Context: an optimization exercise on an open-source flow, tuned for small area, a short achievable clock period and few clock cycles per item. The choices shown serve that exercise and are no tape-out recipe.
RTL that was checked went through simulation tests only; none was proved equivalent to the original.
Power is estimated from default activity; no workload was simulated.

// ignition_advance_curve_lookup
module ignition_advance_curve_lookup (
  input  logic        clk,
  input  logic        rst,
  input  logic        write_enable,
  input  logic [1:0]  write_index,
  input  logic [15:0] write_data,
  input  logic        in_valid,
  output logic        in_stall,
  input  logic [15:0] engine_speed,
  output logic        out_valid,
  input  logic        out_stall,
  output logic [11:0] spark_advance,
  output logic [1:0]  speed_region
);
  logic [11:0] cranking_advance;
  logic [11:0] top_advance;
  logic [15:0] cranking_speed_limit;
  always_ff @(posedge clk) begin
    if (rst) begin
      cranking_advance     <= 12'd50;
      top_advance          <= 12'd350;
      cranking_speed_limit <= 16'd500;
    end else if (write_enable) begin
      case (write_index)
        2'd0: cranking_advance     <= write_data[11:0];
        2'd1: top_advance          <= write_data[11:0];
        2'd2: cranking_speed_limit <= write_data;
        default: ;
      endcase
    end
  end
  logic        en;
  logic        o2_full;
  logic [15:0] s;
  assign en       = !o2_full;
  assign in_stall = o2_full;
  assign s        = engine_speed;
  logic [13:0] s14;
  logic [3:0]  seg;
  logic [1:0]  region;
  assign s14 = s[13:0];    
  always_comb begin
    seg = 4'd0;
    if (s14 >= 14'd1067) seg = 4'd1;
    if (s14 >= 14'd2134) seg = 4'd2;
    if (s14 >= 14'd3200) seg = 4'd3;
    if (s14 >= 14'd4267) seg = 4'd4;
    if (s14 >= 14'd5334) seg = 4'd5;
    if (s14 >= 14'd6400) seg = 4'd6;
    if (s14 >= 14'd7467) seg = 4'd7;
    if (s14 >= 14'd8534) seg = 4'd8;
    if (s14 >= 14'd9600) seg = 4'd9;
  ...
Size in the first run: ~1000 cells after synthesis, about 170 flip-flops, about 55 I/O pins, roughly 10000 sq um of cells after synthesis.
clock: 7.0 ns
lec_check: 0
cap_margin: 20
core_margin: 2
core_utilization: 40
setup_slack_margin: 3.3
slew_margin: 20
run.sh (not shown) runs the stock make flow with config.mk's settings and CLKGATE_MAP_FILE= SYNTH_SCRIPT=/design/flow/synth_recipe.tcl, a recipe that flattens the netlist after the stock synthesis.
The baseline went through all stages and came out clean.
Testbench counts at the start, summed over its fixed seeds: cycles 9,640, items 9,600.
Edit:
--- a/flow/design.v
+++ b/flow/design.v
@@ -26,18 +26,17 @@
         2'd1: top_advance          <= write_data[11:0];
         2'd2: cranking_speed_limit <= write_data;
         default: ;
       endcase
     end
   end
   logic        en;
-  logic        o2_full;
   logic [15:0] s;
-  assign en       = !o2_full;
-  assign in_stall = o2_full;
+  assign en       = !(out_valid && out_stall);
+  assign in_stall = !en;
   assign s        = engine_speed;
   logic [13:0] s14;
   logic [3:0]  seg;
   logic [1:0]  region;
   assign s14 = s[13:0];    
   always_comb begin
     seg = 4'd0;
@@ -478,35 +477,18 @@
   always_comb begin
     case (d_region)
       2'd0:    adv = cranking_advance;
       2'd2:    adv = top_advance;
       default: adv = 12'(c_lo) + 12'(div5(d_y));
     endcase
   end
-  logic        o_free;
-  logic [11:0] o2_adv;
-  logic [1:0]  o2_region;
-  assign o_free = !out_valid || !out_stall;
   always_ff @(posedge clk) begin
-    if (rst) begin
-      out_valid <= 1'b0;
-      o2_full   <= 1'b0;
-    end else if (o_free) begin
-      out_valid <= o2_full || d_valid;
-      o2_full   <= 1'b0;
-    end else if (!o2_full) begin
-      o2_full   <= d_valid;
-    end
+    if (rst)     out_valid <= 1'b0;
+    else if (en) out_valid <= d_valid;
   end
   always_ff @(posedge clk) begin
-    if (o_free) begin
-      spark_advance <= o2_full ? o2_adv : adv;
-      speed_region  <= o2_full ? o2_region : d_region;
-    end
-  end
-  always_ff @(posedge clk) begin
-    if (!o_free && !o2_full) begin
-      o2_adv    <= adv;
-      o2_region <= d_region;
+    if (en) begin
+      spark_advance <= adv;
+      speed_region  <= d_region;
     end
   end
 endmodule
Outcome:
- sequential share of layout area falls by 1.8 points
- wire length falls by a few percent
- die area falls by a little under a tenth
- total power falls by a few percent
- combinational power is about the same
Testbench counts after the change, summed over its fixed seeds: cycles 9,640, items 9,600.


ignition_advance_curve_lookup with an RTL version that a note above also has.
Size in the first run: roughly 150 flip-flops.
Design ignition_advance_curve_lookup, start of the top module:
module ignition_advance_curve_lookup (
  input  logic        clk,
  input  logic        rst,
  input  logic        write_enable,
  input  logic [1:0]  write_index,
  input  logic [15:0] write_data,
  input  logic        in_valid,
  output logic        in_stall,
  input  logic [15:0] engine_speed,
  output logic        out_valid,
  input  logic        out_stall,
  output logic [11:0] spark_advance,
  output logic [1:0]  speed_region
);
export LEC_CHECK = 0
export ABC_AREA = 1
export CAP_MARGIN = 20
export CORE_MARGIN = 2
export CORE_UTILIZATION = 40
export SETUP_SLACK_MARGIN = 3.6
export SLEW_MARGIN = 20
create_clock -name core_clock -period 7.0 [get_ports {clk}]
Testbench counts at the start, summed over its fixed seeds: cycles 9,640, items 9,600.
Rerun with:
--- a/flow/design.v
+++ b/flow/design.v
@@ -131,59 +131,65 @@
       4'd12: begin asel = 3'b010; bsel = 4'b0010; end
       4'd13: begin asel = 3'b001; bsel = 4'b0001; end
       4'd14: begin asel = 3'b000; bsel = 4'b0000; end
       default: begin asel = 3'b000; bsel = 4'b0000; end
     endcase
   end
   assign pa = ({15{asel[0]}} & 15'(b_delta)) | ({15{asel[1]}} & (15'(b_delta) << 1))
             | ({15{asel[2]}} & (15'(b_delta) << 2));
   assign pb = ({15{bsel[0]}} & (15'(b_delta) << 1)) | ({15{bsel[1]}} & (15'(b_delta) << 2))
             | ({15{bsel[2]}} & (15'(b_delta) << 3)) | ({15{bsel[3]}} & (15'(b_delta) << 4));
-  logic        c_valid;
-  logic [3:0]  c_seg;
-  logic [14:0] c_p;
-  logic [1:0]  c_region;
-  always_ff @(posedge clk) begin
-    if (rst)     c_valid <= 1'b0;
-    else if (en) c_valid <= b_valid;
-  end
-  always_ff @(posedge clk) begin
-    if (en) begin
-      c_seg    <= b_seg;
-      c_p      <= pa + pb;
-      c_region <= b_region;
-    end
-  end
   logic        w66, bneg;
-  logic [16:0] v;
+  logic [5:0]  s9, s10;
+  logic [6:0]  corr;
   always_comb begin
-    case (c_seg)
+    case (b_seg)
       4'd0: begin w66 = 1'b1; bneg = 1'b0; end
       4'd1: begin w66 = 1'b0; bneg = 1'b1; end
       4'd2: begin w66 = 1'b0; bneg = 1'b1; end
       4'd3: begin w66 = 1'b1; bneg = 1'b0; end
       4'd4: begin w66 = 1'b0; bneg = 1'b1; end
       4'd5: begin w66 = 1'b0; bneg = 1'b1; end
       4'd6: begin w66 = 1'b1; bneg = 1'b0; end
       4'd7: begin w66 = 1'b0; bneg = 1'b1; end
       4'd8: begin w66 = 1'b0; bneg = 1'b1; end
       4'd9: begin w66 = 1'b1; bneg = 1'b0; end
       4'd10: begin w66 = 1'b0; bneg = 1'b1; end
       4'd11: begin w66 = 1'b0; bneg = 1'b1; end
       4'd12: begin w66 = 1'b1; bneg = 1'b0; end
       4'd13: begin w66 = 1'b0; bneg = 1'b0; end
       4'd14: begin w66 = 1'b0; bneg = 1'b0; end
       default: begin w66 = 1'b0; bneg = 1'b0; end
     endcase
   end
-  assign v = w66 ? {c_p, 2'b00} + 17'(c_p[14:9]) + 17'(c_p[14:10])
-                 : {c_p, 2'b00} - 17'(c_p[14:10]) - (bneg ? 17'd3 : 17'd0);
+  assign s9   = 6'(pa[14:9]) + 6'(pb[14:9]);
+  assign s10  = 6'(pa[14:10]) + 6'(pb[14:10]);
+  assign corr = w66 ? 7'(s9) + 7'(s10) : 7'd0 - 7'(s10) - (bneg ? 7'd4 : 7'd0);
+  logic        c_valid;
+  logic [3:0]  c_seg;
+  logic [14:0] c_p;
+  logic [6:0]  c_corr;
+  logic [1:0]  c_region;
+  always_ff @(posedge clk) begin
+    if (rst)     c_valid <= 1'b0;
+    else if (en) c_valid <= b_valid;
+  end
+  always_ff @(posedge clk) begin
+    if (en) begin
+      c_seg    <= b_seg;
+      c_p      <= pa + pb;
+      c_corr   <= corr;
+      c_region <= b_region;
+    end
+  end
+  logic [16:0] v;
+  assign v = {c_p, 2'b00} + {{10{c_corr[6]}}, c_corr};
   logic        d_valid;
   logic [3:0]  d_seg;
   logic [7:0]  d_y;
   logic [1:0]  d_region;
   always_ff @(posedge clk) begin
     if (rst)     d_valid <= 1'b0;
     else if (en) d_valid <= c_valid;
   end
   always_ff @(posedge clk) begin
     if (en) begin
What happened: The changed run ran to the end with no violations; count of clock-buffer cells in the layout stays the same; setup slack gets better by 0.089 ns; routed wire length is higher by 1.4%; global-route usage is lower by 0.35 points; critical path depth stays the same; worst hold slack gets better by 0.010 ns; final area is higher by 3.5%; register-to-register slack gets better by 0.05 ns; power is higher by 33%; area after synthesis is higher by 2.0%; utilization is higher by 1.1 points; flip-flop and latch count is higher by 5.
Only the layout flow was run in the second run of this note; the RTL was not checked for function there.

==> re-timing with driven ports <==
No port has a modelled driver above. Below, the same layouts with a new extraction and two added sets of constraints. Step 1 assumes that a clkbuf_16 drives the clock port and a buf_2 every other input. Step 2 adds t to the input delays and takes it off the output delays; t is the mean of the earliest and latest rising clock arrival at the registers after step 1. Input paths then give back, and output paths get back, about the clock's delay inside the block. Slacks: ideal ports / drivers / drivers and shift; pairs: ideal ports / drivers.
run | t, ns | setup slack, ns | clock arrival spread, ns
the first run of note 1 | 0.476 | 3.407 / 3.435 / 2.959 | 0.014 / 0.015
the second run of note 1 | 0.476 | 3.357 / 3.357 / 3.002 | 0.019 / 0.020
the first run of note 2 | 0.465 | 3.630 / 3.598 / 3.396 | 0.010 / 0.010
the second run of note 2 | 0.476 | 3.719 / 3.694 / 3.448 | 0.019 / 0.019
After both steps every run listed still meets setup and hold. The setup slack of the first run of note 1, which loses most, moves by +0.028 ns with the drivers and by -0.448 ns with both steps.
